This design comes from an exercise in tuning for a short achievable clock period and few clock cycles on the open sky130 flow, not from production work.
The RTL was checked by simulation tests, not by an equivalence proof against the original design.
Power is estimated from default activity; no workload was simulated.

==> run.sh <==
#!/bin/bash
# synth_recipe.tcl (not shown) runs the flow's synth.tcl, then flattens the netlist and writes it again
# the make line also repeats each setting of config.mk as NAME=value (left out here)
make -C /OpenROAD-flow-scripts/flow DESIGN_CONFIG=/design/flow/config.mk WORK_HOME=/design/flow/orfs CLKGATE_MAP_FILE= SYNTH_SCRIPT=/design/flow/synth_recipe.tcl finish
==> config.mk <==
export PLATFORM = sky130hd
export DESIGN_NAME = riscvCore
export DESIGN_NICKNAME = riscvCore
export VERILOG_FILES = /design/flow/design.v
export SDC_FILE = /design/flow/constraint.sdc
export NUM_CORES = 4
export LEC_CHECK = 0
export CAP_MARGIN = 20
export CORE_MARGIN = 2
export CORE_UTILIZATION = 40
export SLEW_MARGIN = 20
==> constraint.sdc <==
create_clock -name core_clock -period 7.5 [get_ports {clk}]
set_input_delay 1.5000 -clock core_clock [delete_from_list [all_inputs] [get_ports {clk}]]
set_output_delay 1.5000 -clock core_clock [all_outputs]
set_load 0.01 [all_outputs]
==> design.v <==
package riscvPkg;
    typedef logic [31:0] dataWord;
    typedef logic [4:0] regIndex;
    localparam logic [6:0] opcodeLoad   = 7'b0000011;
    localparam logic [6:0] opcodeOpImm  = 7'b0010011;
    localparam logic [6:0] opcodeAuipc  = 7'b0010111;
    localparam logic [6:0] opcodeStore  = 7'b0100011;
    localparam logic [6:0] opcodeOp     = 7'b0110011;
    localparam logic [6:0] opcodeLui    = 7'b0110111;
    localparam logic [6:0] opcodeBranch = 7'b1100011;
    localparam logic [6:0] opcodeJalr   = 7'b1100111;
    localparam logic [6:0] opcodeJal    = 7'b1101111;
    localparam logic [1:0] busFetch = 2'd0;
    localparam logic [1:0] busLoad  = 2'd1;
    localparam logic [1:0] busStore = 2'd2;
endpackage
module registerFile
(
    input  logic clk,
    input  logic reset,
    input  riscvPkg::regIndex readIndexA,
    input  riscvPkg::regIndex readIndexB,
    input  riscvPkg::regIndex writeIndex,
    input  logic writeEnable,
    input  riscvPkg::dataWord writeData,
    output riscvPkg::dataWord readDataA,
    output riscvPkg::dataWord readDataB
);
    riscvPkg::dataWord registers [0:31];
    always_ff @(posedge clk)
    begin
        if (reset)
        begin
            for (int i = 0; i < 32; i++)
                registers[i] <= '0;
        end
        else if (writeEnable && writeIndex != '0)
            registers[writeIndex] <= writeData;
    end
    assign readDataA = registers[readIndexA];
    assign readDataB = registers[readIndexB];
endmodule
module alu
(
    input  logic [2:0] funct3,
    input  logic subtract,
    input  logic arithmetic,
    input  riscvPkg::dataWord operandA,
    input  riscvPkg::dataWord operandB,
    output riscvPkg::dataWord result
);
    logic [4:0] shiftAmount;
    assign shiftAmount = operandB[4:0];
    always_comb
    begin
        case (funct3)
            3'b000: result = subtract ? operandA - operandB : operandA + operandB;
            3'b001: result = operandA << shiftAmount;
            3'b010: result = {31'b0, $signed(operandA) < $signed(operandB)};
            3'b011: result = {31'b0, operandA < operandB};
            3'b100: result = operandA ^ operandB;
            3'b101: result = arithmetic ? riscvPkg::dataWord'($signed(operandA) >>> shiftAmount)
                                        : operandA >> shiftAmount;
            3'b110: result = operandA | operandB;
            default: result = operandA & operandB;
        endcase
    end
endmodule
module immGen
(
    input  riscvPkg::dataWord instruction,
    output riscvPkg::dataWord immI,
    output riscvPkg::dataWord immS,
    output riscvPkg::dataWord immB,
    output riscvPkg::dataWord immU,
    output riscvPkg::dataWord immJ
);
    logic sign;
    assign sign = instruction[31];
    assign immI = {{20{sign}}, instruction[31:20]};
    assign immS = {{20{sign}}, instruction[31:25], instruction[11:7]};
    assign immB = {{20{sign}}, instruction[7], instruction[30:25], instruction[11:8], 1'b0};
    assign immU = {instruction[31:12], 12'b0};
    assign immJ = {{12{sign}}, instruction[19:12], instruction[20], instruction[30:21], 1'b0};
endmodule
module riscvCore
#(
    parameter riscvPkg::dataWord resetAddress = '0
)
(
    input  logic clk,
    input  logic reset,
    output logic trap,
    output logic memEnable,
    output logic memWrite,
    output riscvPkg::dataWord memAddress,
    output riscvPkg::dataWord memWriteData,
    input  riscvPkg::dataWord memReadData,
    input  logic memReady
);
    localparam int ICACHE_BITS = 6;
    localparam int ICACHE_SIZE = 1 << ICACHE_BITS;
    localparam int ITAG_BITS = 10 - ICACHE_BITS;
    localparam int PREFETCH_AHEAD = 32;
    localparam int DCACHE_BITS = 4;
    localparam int DCACHE_SIZE = 1 << DCACHE_BITS;
    localparam int DTAG_BITS = 10 - DCACHE_BITS;
    localparam int SB_BITS = 2;
    localparam int SB_SIZE = 1 << SB_BITS;
    logic [31:0] icData [0:ICACHE_SIZE-1];
    logic [ITAG_BITS-1:0] icTag [0:ICACHE_SIZE-1];
    logic [ICACHE_SIZE-1:0] icValid;
    logic [31:0] dcData [0:DCACHE_SIZE-1];
    logic [DTAG_BITS-1:0] dcTag [0:DCACHE_SIZE-1];
    logic [DCACHE_SIZE-1:0] dcValid;
    logic [31:0] sbAddr [0:SB_SIZE-1];
    logic [31:0] sbData [0:SB_SIZE-1];
    logic [SB_BITS-1:0] sbHead;
    logic [SB_BITS-1:0] sbTail;
    logic [SB_BITS:0] sbCount;
    logic busActive;
    logic [1:0] busKind;
    logic [31:0] busAddr;
    logic [31:0] busData;
    logic [31:0] pcF;
    logic [31:0] fetchPtr;
    logic xValid;
    logic [31:0] xIR;
    logic [31:0] xPC;
    logic xLoadPhase;
    logic xLoadIssued;
    logic [31:0] loadAddr;
    logic storeWritePending;
    logic [31:0] storeWriteAddr;
    logic [31:0] storeWriteData;
    logic trapped;
    logic [ICACHE_BITS-1:0] fIndex;
    logic fHit;
    logic [31:0] fWord;
    assign fIndex = pcF[ICACHE_BITS+1:2];
    assign fHit = icValid[fIndex] && (icTag[fIndex] == pcF[11:ICACHE_BITS+2]);
    assign fWord = icData[fIndex];
    logic [6:0] opcode;
    logic [2:0] funct3;
    logic [4:0] rd;
    logic isOp, isOpImm, isLoad, isStore, isBranch, isJal, isJalr, isLui, isAuipc;
    logic legal;
    riscvPkg::dataWord immI, immS, immB, immU, immJ;
    riscvPkg::dataWord rs1Value, rs2Value;
    riscvPkg::dataWord aluOut;
    riscvPkg::dataWord addrSum;
    riscvPkg::dataWord pcSum;
    riscvPkg::dataWord link;
    logic equal, lessSigned, lessUnsigned, taken;
    logic redirect;
    riscvPkg::dataWord target;
    assign opcode = xIR[6:0];
    assign funct3 = xIR[14:12];
    assign rd = xIR[11:7];
    assign isOp = (opcode == riscvPkg::opcodeOp);
    assign isOpImm = (opcode == riscvPkg::opcodeOpImm);
    assign isLoad = (opcode == riscvPkg::opcodeLoad);
    assign isStore = (opcode == riscvPkg::opcodeStore);
    assign isBranch = (opcode == riscvPkg::opcodeBranch);
    assign isJal = (opcode == riscvPkg::opcodeJal);
    assign isJalr = (opcode == riscvPkg::opcodeJalr);
    assign isLui = (opcode == riscvPkg::opcodeLui);
    assign isAuipc = (opcode == riscvPkg::opcodeAuipc);
    assign legal = isOp | isOpImm | isLoad | isStore | isBranch | isJal | isJalr | isLui | isAuipc;
    immGen immediates
    (
        .instruction(xIR),
        .immI(immI),
        .immS(immS),
        .immB(immB),
        .immU(immU),
        .immJ(immJ)
    );
    logic regWriteEnable;
    riscvPkg::dataWord regWriteData;
    registerFile regs
    (
        .clk(clk),
        .reset(reset),
        .readIndexA(xIR[19:15]),
        .readIndexB(xIR[24:20]),
        .writeIndex(rd),
        .writeEnable(regWriteEnable),
        .writeData(regWriteData),
        .readDataA(rs1Value),
        .readDataB(rs2Value)
    );
    alu arith
    (
        .funct3(funct3),
        .subtract(isOp && xIR[30]),
        .arithmetic(xIR[30]),
        .operandA(rs1Value),
        .operandB(isOp ? rs2Value : immI),
        .result(aluOut)
    );
    assign addrSum = rs1Value + (isStore ? immS : immI);
    assign pcSum = xPC + (isJal ? immJ : (isBranch ? immB : immU));
    assign link = xPC + 32'd4;
    assign equal = (rs1Value == rs2Value);
    assign lessSigned = ($signed(rs1Value) < $signed(rs2Value));
    assign lessUnsigned = (rs1Value < rs2Value);
    always_comb
    begin
        case (funct3)
            3'b000: taken = equal;
            3'b001: taken = !equal;
            3'b100: taken = lessSigned;
            3'b101: taken = !lessSigned;
            3'b110: taken = lessUnsigned;
            3'b111: taken = !lessUnsigned;
            default: taken = 1'b0;
        endcase
    end
    assign redirect = xValid && (isJal || isJalr || (isBranch && taken));
    assign target = isJalr ? {addrSum[31:1], 1'b0} : {pcSum[31:1], 1'b0};
    logic [DCACHE_BITS-1:0] dIndex;
    logic dHit;
    logic loadDone;
    logic loadMiss;
    assign dIndex = loadAddr[DCACHE_BITS+1:2];
    assign dHit = dcValid[dIndex] && (dcTag[dIndex] == loadAddr[11:DCACHE_BITS+2]);
    logic busComplete;
    logic loadComplete;
    logic fetchComplete;
    assign busComplete = busActive && memReady;
    assign loadComplete = busComplete && (busKind == riscvPkg::busLoad);
    assign fetchComplete = busComplete && (busKind == riscvPkg::busFetch);
    assign loadMiss = xValid && isLoad && xLoadPhase && !dHit;
    assign loadDone = xValid && isLoad && xLoadPhase && (dHit || loadComplete);
    logic sbFull;
    logic sbPush;
    logic sbPop;
    assign sbFull = (sbCount == SB_SIZE[SB_BITS:0]);
    assign sbPush = xValid && isStore && !sbFull;
    logic xDone;
    logic xAccept;
    always_comb
    begin
        if (!legal)
            xDone = 1'b0;
        else if (isLoad)
            xDone = loadDone;
        else if (isStore)
            xDone = !sbFull;
        else
            xDone = 1'b1;
    end
    assign xAccept = !xValid || xDone;
    always_comb
    begin
        regWriteEnable = 1'b0;
        if (xValid)
        begin
            if (isLoad)
                regWriteEnable = loadDone;
            else
                regWriteEnable = isOp || isOpImm || isLui || isAuipc || isJal || isJalr;
        end
    end
    always_comb
    begin
        if (isLoad)
            regWriteData = loadComplete ? memReadData : dcData[dIndex];
        else if (isLui)
            regWriteData = immU;
        else if (isAuipc)
            regWriteData = pcSum;
        else if (isJal || isJalr)
            regWriteData = link;
        else
            regWriteData = aluOut;
    end
    always_ff @(posedge clk)
    begin
        if (reset)
        begin
            pcF <= resetAddress;
            xValid <= 1'b0;
            xLoadPhase <= 1'b0;
        end
        else
        begin
            if (redirect)
            begin
                pcF <= target;
                xValid <= 1'b0;
            end
            else if (xAccept)
            begin
                xValid <= fHit;
                if (fHit)
                    pcF <= pcF + 32'd4;
            end
            if (xValid && isLoad && !xLoadPhase)
                xLoadPhase <= 1'b1;
            else if (loadDone)
                xLoadPhase <= 1'b0;
        end
    end
    always_ff @(posedge clk)
    begin
        if (!redirect && xAccept && fHit)
        begin
            xIR <= fWord;
            xPC <= pcF;
        end
        if (xValid && isLoad && !xLoadPhase)
            loadAddr <= addrSum;
    end
    always_ff @(posedge clk)
    begin
        if (reset)
        begin
            sbHead <= '0;
            sbTail <= '0;
            sbCount <= '0;
            storeWritePending <= 1'b0;
        end
        else
        begin
            if (sbPush)
                sbTail <= sbTail + 1'b1;
            if (sbPop)
                sbHead <= sbHead + 1'b1;
            sbCount <= sbCount + {{SB_BITS{1'b0}}, sbPush} - {{SB_BITS{1'b0}}, sbPop};
            storeWritePending <= sbPush;
        end
    end
    always_ff @(posedge clk)
    begin
        if (sbPush)
        begin
            sbAddr[sbTail] <= addrSum;
            sbData[sbTail] <= rs2Value;
            storeWriteAddr <= addrSum;
            storeWriteData <= rs2Value;
        end
    end
    logic canIssue;
    logic storeCandidate;
    logic loadCandidate;
    logic fetchCandidate;
    logic demandFetch;
    logic [9:0] fetchDistance;
    logic fetchBehind;
    logic fetchInRange;
    logic [ICACHE_BITS-1:0] pIndex;
    logic fetchCached;
    logic trapping;
    logic [31:0] fetchAddr;
    assign trapping = xValid && !legal;
    assign canIssue = !busActive || memReady;
    assign pIndex = fetchPtr[ICACHE_BITS+1:2];
    assign fetchCached = icValid[pIndex] && (icTag[pIndex] == fetchPtr[11:ICACHE_BITS+2]);
    assign fetchDistance = fetchPtr[11:2] - pcF[11:2];
    assign fetchBehind = fetchDistance[9];
    assign fetchInRange = (fetchDistance < 10'(PREFETCH_AHEAD));
    assign demandFetch = !fHit && !(xValid && (isJal || isJalr || isBranch))
        && (fetchPtr[11:2] != pcF[11:2])
        && !(busActive && busKind == riscvPkg::busFetch && busAddr[11:2] == pcF[11:2]);
    assign storeCandidate = (sbCount != '0);
    assign loadCandidate = loadMiss && !xLoadIssued && (sbCount == '0);
    assign fetchCandidate = !trapping && (demandFetch || (!fetchBehind && fetchInRange && !fetchCached));
    assign fetchAddr = demandFetch ? pcF : fetchPtr;
    assign sbPop = canIssue && storeCandidate;
    always_ff @(posedge clk)
    begin
        if (reset)
        begin
            busActive <= 1'b0;
            busKind <= riscvPkg::busFetch;
            xLoadIssued <= 1'b0;
            fetchPtr <= resetAddress;
        end
        else
        begin
            if (canIssue)
            begin
                busActive <= storeCandidate || loadCandidate || fetchCandidate;
                if (storeCandidate)
                begin
                    busKind <= riscvPkg::busStore;
                    busAddr <= sbAddr[sbHead];
                    busData <= sbData[sbHead];
                end
                else if (loadCandidate)
                begin
                    busKind <= riscvPkg::busLoad;
                    busAddr <= loadAddr;
                end
                else
                begin
                    busKind <= riscvPkg::busFetch;
                    busAddr <= fetchAddr;
                end
            end
            if (canIssue && !storeCandidate && loadCandidate)
                xLoadIssued <= 1'b1;
            else if (loadComplete)
                xLoadIssued <= 1'b0;
            if (canIssue && !storeCandidate && !loadCandidate && fetchCandidate)
                fetchPtr <= fetchAddr + 32'd4;
            else if (demandFetch || fetchBehind)
                fetchPtr <= pcF;
            else if (fetchInRange && fetchCached)
                fetchPtr <= fetchPtr + 32'd4;
        end
    end
    assign memEnable = busActive;
    assign memWrite = (busKind == riscvPkg::busStore);
    assign memAddress = busAddr;
    assign memWriteData = busData;
    always_ff @(posedge clk)
    begin
        if (reset)
            icValid <= '0;
        else if (fetchComplete)
            icValid[busAddr[ICACHE_BITS+1:2]] <= 1'b1;
    end
    always_ff @(posedge clk)
    begin
        if (fetchComplete)
        begin
            icData[busAddr[ICACHE_BITS+1:2]] <= memReadData;
            icTag[busAddr[ICACHE_BITS+1:2]] <= busAddr[11:ICACHE_BITS+2];
        end
    end
    always_ff @(posedge clk)
    begin
        if (reset)
            dcValid <= '0;
        else if (loadComplete)
            dcValid[busAddr[DCACHE_BITS+1:2]] <= 1'b1;
        else if (storeWritePending)
            dcValid[storeWriteAddr[DCACHE_BITS+1:2]] <= 1'b1;
    end
    always_ff @(posedge clk)
    begin
        if (loadComplete)
        begin
            dcData[busAddr[DCACHE_BITS+1:2]] <= memReadData;
            dcTag[busAddr[DCACHE_BITS+1:2]] <= busAddr[11:DCACHE_BITS+2];
        end
        else if (storeWritePending)
        begin
            dcData[storeWriteAddr[DCACHE_BITS+1:2]] <= storeWriteData;
            dcTag[storeWriteAddr[DCACHE_BITS+1:2]] <= storeWriteAddr[11:DCACHE_BITS+2];
        end
    end
    always_ff @(posedge clk)
    begin
        if (reset)
            trapped <= 1'b0;
        else if (trapping && sbCount == '0 && !busActive)
            trapped <= 1'b1;
    end
    assign trap = trapped;
endmodule
==> results of run 1 <==
how the worst min path moves through the flow:
stage,depth (start not counted),from,endpoint
after floorplan,0,pcF[11],xPC[11]
after CTS,2,xLoadIssued,xLoadIssued
after global placement,2,trapped,trapped
final,2,xLoadIssued,xLoadIssued
after detailed placement,2,xLoadIssued,xLoadIssued
after global routing,2,xLoadIssued,xLoadIssued
state kept, by name (all words and copies together), names as in the netlist, 64 cells and up, named ones only:
register / count
dcData: 512
dcTag: 96
icData: 2048
icTag: 256
icValid: 64
regs.registers: 1024
sbAddr: 128
sbData: 128
power by group through the flow:
stage | Sequential (mW) | Clock (mW) | Combinational [mW]
after floorplan | 29.5 | 0 | 2.32
after global placement | 29.5 | 0 | 4.21
after detailed placement | 29.6 | 0 | 4.24
after CTS | 29.0 | 23.8 | 4.25
after global routing | 29.1 | 24.7 | 4.55
final | 29.0 | 23.5 | 4.31
area by class of cell:
| cell class | count | area [sq um] |
|---|---|---|
| fillers | 45130 | 283500 |
| flip-flops and latches | 4569 | 135500 |
| multi-input cells | 7232 | 69850 |
| clock buffers | 535 | 11810 |
| well taps | 6942 | 8686 |
| repair buffers | 797 | 7056 |
| clock inverters | 320 | 3427 |
| inverters | 195 | 742.0 |
| diodes | 17 | 42.54 |
repair_timing:
action,4_1_cts,5_1_grt
hold buffers,0,0
endpoints found under the setup margin,0,143
setup buffers,0,3
hold endpoints to repair,0,0
routing by layer:
layer | vias to the layer above | wire (um) | GRT usage (%)
met5 | - | 146 | 0
met1 | 68230 | 290100 | 37.65
met3 | 1597 | 75100 | 5.645
met2 | 7611 | 321800 | 40.33
li1 | 52230 | - | -
met4 | 20 | 35810 | 11.15
logic make-up (layout without fill, tap and decap cells):
family	after synthesis	after routing	share of synthesized area [%]
flops	4569	4569	64.79
simple gates	2907	2907	6.290
mux	2170	2170	18.92
compound gates	1686	1686	5.330
buf+inv	1158	1847	2.433
fa+ha+maj	219	219	1.322
xor+xnor	218	218	0.9134
other cells	1	49	0.001794
critical path, delay by kind of cell, from the launching register on:
family          cells  cell delay (ps)
simple gates        8             1960
compound gates      5             1860
buf+inv             3             1340
mux                 3             1050
fa+ha+maj           1              450
flops               1              420
cells in the final DEF (no fill, tap or decap), drive strengths merged, types with 216 or more instances in the layout:
cell    instances
ha            216
nor2         1314
clkbuf        536
buf           728
a21oi         514
nand2         604
edfxtp       4393
clkinv        238
mux2i         705
nor3          225
o21ai         223
mux4         1420
==> results.toml, run 1 <==
[sta]
tightestPinTransition_ps = 1295
grt_setup_unrepaired = "no"
setup_viol = 0
fmax_mhz = 135.1
slew_headroom_pct = 12.78
hold_viol_final = 0
slew_violations = 0
worst_hold_slack_ps = 473.1
fin_crit_ps = 7400
fin_skew_ps = 99.85
min_period_over_period_pct = 98.66
setup_ws_ps = 100.4
fin_setup_tns_ps = 0

[job]
maxCapViolCount = 0

[layout]
syn_to_final_growth_pct = 13.43
nNetsFinal = 13500
drive_gt1_share_pct = 23.13
fin_cells = 20610
final_cell_area_sq_um = 237100
utilization_pct = 45.55

[clock_network]
tritoncts = "done"
cts_root_buf = "clkbuf_16"
h-tree-depth = 5
cts_sinks = 4569
numCtsBuffers = 454
clk_pin_slew_ps = 60
clockBufferDepth = 4
clk_latency_ps = 1080
cts_resized = 0

[setup_path]
worstPathRequired_ps = 8440
cp-start-kind = "flop"
endpoint = "pcF[25]"
cpMostUsedCell = "nor2_1"
setup.worst_path.start = "xIR[16]"
r2r_cells = 20
r2r_start = "xIR[16]"
critPathCaptureType = "flop"
reg2reg_slack_ps = 100
path_class = "reg -> reg"
crit_path_cell_trace = "buf_12 > mux4_2 > mux2i_1 > nor2_1 > a311oi_2 > inv_1 > ha_1 > nand4_1 > nor3_1 > nor4b_1 > nand2_1 > nor2_1 > o31a_1 > or4_1 > a41oi_1 > o22a_1 > o22ai_4 > buf_4 > mux2_2 > nor2_1"
worstPathMaxFanout = 84
slowest_stage = "a311oi_2"
crit_arrival_ps = 8340
r2r-end = "pcF[25]"
critical_path.max_stage_delay_ps = 940

[synth]
synthDistinctLibCells = 113
yosysWarningCount = 3
synth_area_leader_cell = "edfxtp_1"
synth_ff_type = "edfxtp_1"
synth_edf_count = 4393
synth.cell_area_sq_um = 209000
synthTopCellsByCount = "edfxtp_1 (4,393), mux4_2 (1,419), nor2_1 (1,312)"
syn-instance-count = 12930
synth-seq-cells = 4569
synth_area_leaders = "edfxtp_1 (63%), mux4_2 (15%), mux2i_1 (3.4%)"
avgSynthCellArea_sq_um = 16.17
yosysMostFrequentCell = "edfxtp_1"
yosysSeqAreaShare_pct = 64.79
synth_top_area_share_pct = 63.11
async_flop_share_pct = 0

[pwr]
p_leak_nw = 77.50
irDropWorstVdd_mv = 0.2225
p_int_mw = 43.50
switching_power_mw = 13.39
sw_frac_of_total_pct = 23.54
power_density_nw_per_um2 = 239.9
clkPwrFrac_pct = 41.4
power.total_mw = 56.88
combPwrFrac_pct = 7.6
power_frac_seq_pct = 51.0

[placement]
place_congestion = 1.014
place_ws_ps = 177.3
dpl-instance-area_sq_um = 221800
dpl.hpwl_um = 466800
io_buffers = 101
dp.cells = 19730

[global_routing]
grt_pass1_wl_um = 1002000
grt_pass1_vias = 126300
track_usage_pct = 26.69
grt_max_degree = 130
overflow = 0
antenna_found_initial = 63

[floorplanning]
die_h_um = 726.9
io_pins = 102
die_area_sq_um = 528400
std_cell_rows = 265
start_util_pct = 40.16
coreArea_sq_um = 520600
die_w_um = 726.9

[drt]
final_antenna_net_count = 0
vias = 129700
drtIter0Drc = 19180
vias_per_cell = 6.293
routedWlPerCell_um = 35.08
drtPass1Iterations = 6
drc_errors = 0
totalWireLength_um = 722900

[min_path]
hold_path.class = "reg -> reg"

[run_status]
outcome = "complete, no violations"
Testbench counts, summed over its fixed seeds: cycles 56,708.
==> run 2: changes to the inputs <==
--- a/config.mk
+++ b/config.mk
@@ -9,3 +9,5 @@
 export CORE_MARGIN = 2
-export CORE_UTILIZATION = 40
+export CORE_UTILIZATION = 30
+export PLACE_DENSITY = 0.35
+export SETUP_SLACK_MARGIN = 1.5
 export SLEW_MARGIN = 20
==> results.toml, run 2 <==
[sta]
grt_setup_unrepaired = "yes"
worst_hold_slack_ps = 446.9
slew_violations = 0
fin_crit_ps = 6442
fin_skew_ps = 72.12
setup_ws_ps = 1058
fmax_mhz = 155.2
fin_setup_tns_ps = 0
setup_viol = 0
tightestPinTransition_ps = 1297
hold_viol_final = 0
slew_headroom_pct = 12.61
min_period_over_period_pct = 85.90

[placement]
place_ws_ps = 112.4
dpl-instance-area_sq_um = 226600
io_buffers = 101
dpl.hpwl_um = 603600
place_congestion = 0.9360

[setup_path]
critPathCaptureType = "flop"
r2r-end = "regs.registers[6][31]"
reg2reg_slack_ps = 1060
r2r_start = "xIR[21]"
path_class = "reg -> reg"
crit_arrival_ps = 7220
worstPathRequired_ps = 8280
worstPathMaxFanout = 29
r2r_cells = 25
cp-start-kind = "flop"

[synth]
synthTopCellsByCount = "edfxtp_1 (4,393), mux4_2 (1,419), nor2_1 (1,312)"
synth_area_leaders = "edfxtp_1 (63%), mux4_2 (15%), mux2i_1 (3.4%)"
synth_edf_count = 4393
yosysWarningCount = 3
yosysSeqAreaShare_pct = 64.79
synth_top_area_share_pct = 63.11
synth_ff_type = "edfxtp_1"
yosysMostFrequentCell = "edfxtp_1"
synthDistinctLibCells = 113
synth_area_leader_cell = "edfxtp_1"
synth.cell_area_sq_um = 209000
async_flop_share_pct = 0
syn-instance-count = 12930
synth-seq-cells = 4569
avgSynthCellArea_sq_um = 16.17

[clock_network]
clockBufferDepth = 4
h-tree-depth = 6
cts_root_buf = "clkbuf_16"
clk_latency_ps = 1090
tritoncts = "done"
clk_pin_slew_ps = 60
numCtsBuffers = 559
cts_sinks = 4569

[layout]
final_common_cell = "edfxtp_1"
largest_reg_flops = 2048
final_cell_area_sq_um = 252000
utilization_pct = 36.29
syn_to_final_growth_pct = 20.56
nNetsFinal = 14010
drive_gt1_share_pct = 28.68
layout_common_cells = "edfxtp_1 (4,393), mux4_2 (1,419), nor2_1 (1,125), buf_4 (740), mux2i_1 (666)"

[global_routing]
overflow = 0
grt_pass1_vias = 134800
antenna_found_initial = 80
grt_max_degree = 129
track_usage_pct = 26.41
grt_pass1_wl_um = 1264000

[floorplanning]
die_area_sq_um = 703500
coreArea_sq_um = 694500
io_pins = 102
start_util_pct = 30.10
die_h_um = 838.7
die_w_um = 838.7
std_cell_rows = 306

[drt]
totalWireLength_um = 954700
vias_per_cell = 5.667
drtPass1Iterations = 6
drc_errors = 0
routedWlPerCell_um = 40.71
vias = 132900
final_antenna_net_count = 0
drtIter0Drc = 14900

[job]
maxCapViolCount = 0

[pwr]
power_density_nw_per_um2 = 239.2
irDropWorstVdd_mv = 0.2409
p_leak_nw = 82.28

[run_status]
outcome = "complete, no violations"

[min_path]
hold_end = "xPC[5]"
hold_path_startpoint = "pcF[5]"
hold_depth = 0
hold_path.class = "reg -> reg"
run 2: layer usage:
metal | wire [um] | GRT usage, % | share of wire (%) | vias up
met5 | 38 | 0 | 0.0040 | -
met4 | 42590 | 9.476 | 4.5 | 6
met3 | 52170 | 3.420 | 5.5 | 1333
met2 | 450500 | 43.29 | 47 | 5455
met1 | 409400 | 36.12 | 43 | 72680
li1 | - | - | - | 53420
run 2: how the worst max path moves through the flow:
stage | startpoint | end | slack [ps] | cells past startpoint
global route | xIR[20] | regs.registers[6][31] | 1020 | 26
floorplan | xIR[21] | xIR[0] | 1510 | 23
detailed placement | xIR[20] | regs.registers[23][28] | 110 | 21
CTS | xIR[20] | regs.registers[1][27] | 1180 | 27
global placement | xIR[20] | regs.registers[16][25] | -290 | 20
finish | xIR[21] | regs.registers[6][31] | 1060 | 25
run 2: area by class of cell:
type	instances	area, sq um
clock inverters	282	2734
clock buffers	706	14790
fillers	65310	442500
flip-flops and latches	4569	135500
diodes	23	57.56
inverters	195	800.8
repair buffers	1203	13980
well taps	9240	11560
multi-input cells	7232	72610
run 2: through the flow:
stage	power (mW)	cells
floorplan	31.80	12960
global placement	34.28	22160
detailed placement	34.34	22160
CTS	60.98	23370
global route	62.16	23430
finish	60.28	23450
run 2: report_power, final:
part / internal, mW / switching (mW) / total, mW
combinational: 1.54 / 3.29 / 4.83
sequential: 28.7 / 0.408 / 29.1
clock: 15.2 / 11.2 / 26.4
total: 45.4 / 14.9 / 60.3
run 2: kinds of logic after synthesis:
family	synth area share (%)
AOI/OAI and AO/OA	5.330
muxes	18.92
DFF	64.79
and+or+nand+nor	6.290
buffers and inverters	2.433
xor gates and xnor gates	0.9134
other	0.001794
adders and majority gates	1.322
run 2: repair_timing:
item / 4_1_cts / 5_1_grt
setup endpoints to repair: 1473 / 929
setup buffers: 161 / 35
cloned: 62 / 16
hold buffers: 0 / 0
gates resized for setup: 565 / 238
pin swaps: 103 / 53
run 2: worst max-delay path, cell delays in order, from the launching register on:
cell	delay, ps
edfxtp_1	460
buf_12	250
buf_16	240
mux4_2	400
mux4_2	510
mux2i_4	550
buf_12	210
a21o_1	180
ha_4	170
a21o_1	190
a21oi_2	90
o211ai_1	340
a21oi_2	140
buf_4	160
o211ai_1	140
and3b_2	250
or2_4	290
buf_6	140
o21ai_4	160
o311ai_4	150
mux2i_2	210
a311oi_4	260
buf_12	190
buf_12	110
buf_16	140
nor3_1	50

port drivers added, routing unchanged:
The flow's constraints put no driver on any port. The routed layouts listed below were extracted and timed again, unchanged, in two steps. Step 1, drivers: a clkbuf_16 drives clk and a buf_2 each remaining input, both assumed. Step 2, shift: input delay + t, output delay - t, t = (earliest + latest rising clock arrival at the registers) / 2. This alone moves slack from input paths to output paths. Slacks: ideal / step 1 / step 2; pairs: ideal / step 1.
run	t (ns)	slack for setup (ns)	latest minus earliest clock arrival (ns)
run 1	1.151	0.100 / 0.100 / 0.100	0.103 / 0.103
run 2	1.194	1.058 / 1.058 / 1.058	0.090 / 0.090
After both steps setup and hold are still met in every run listed.
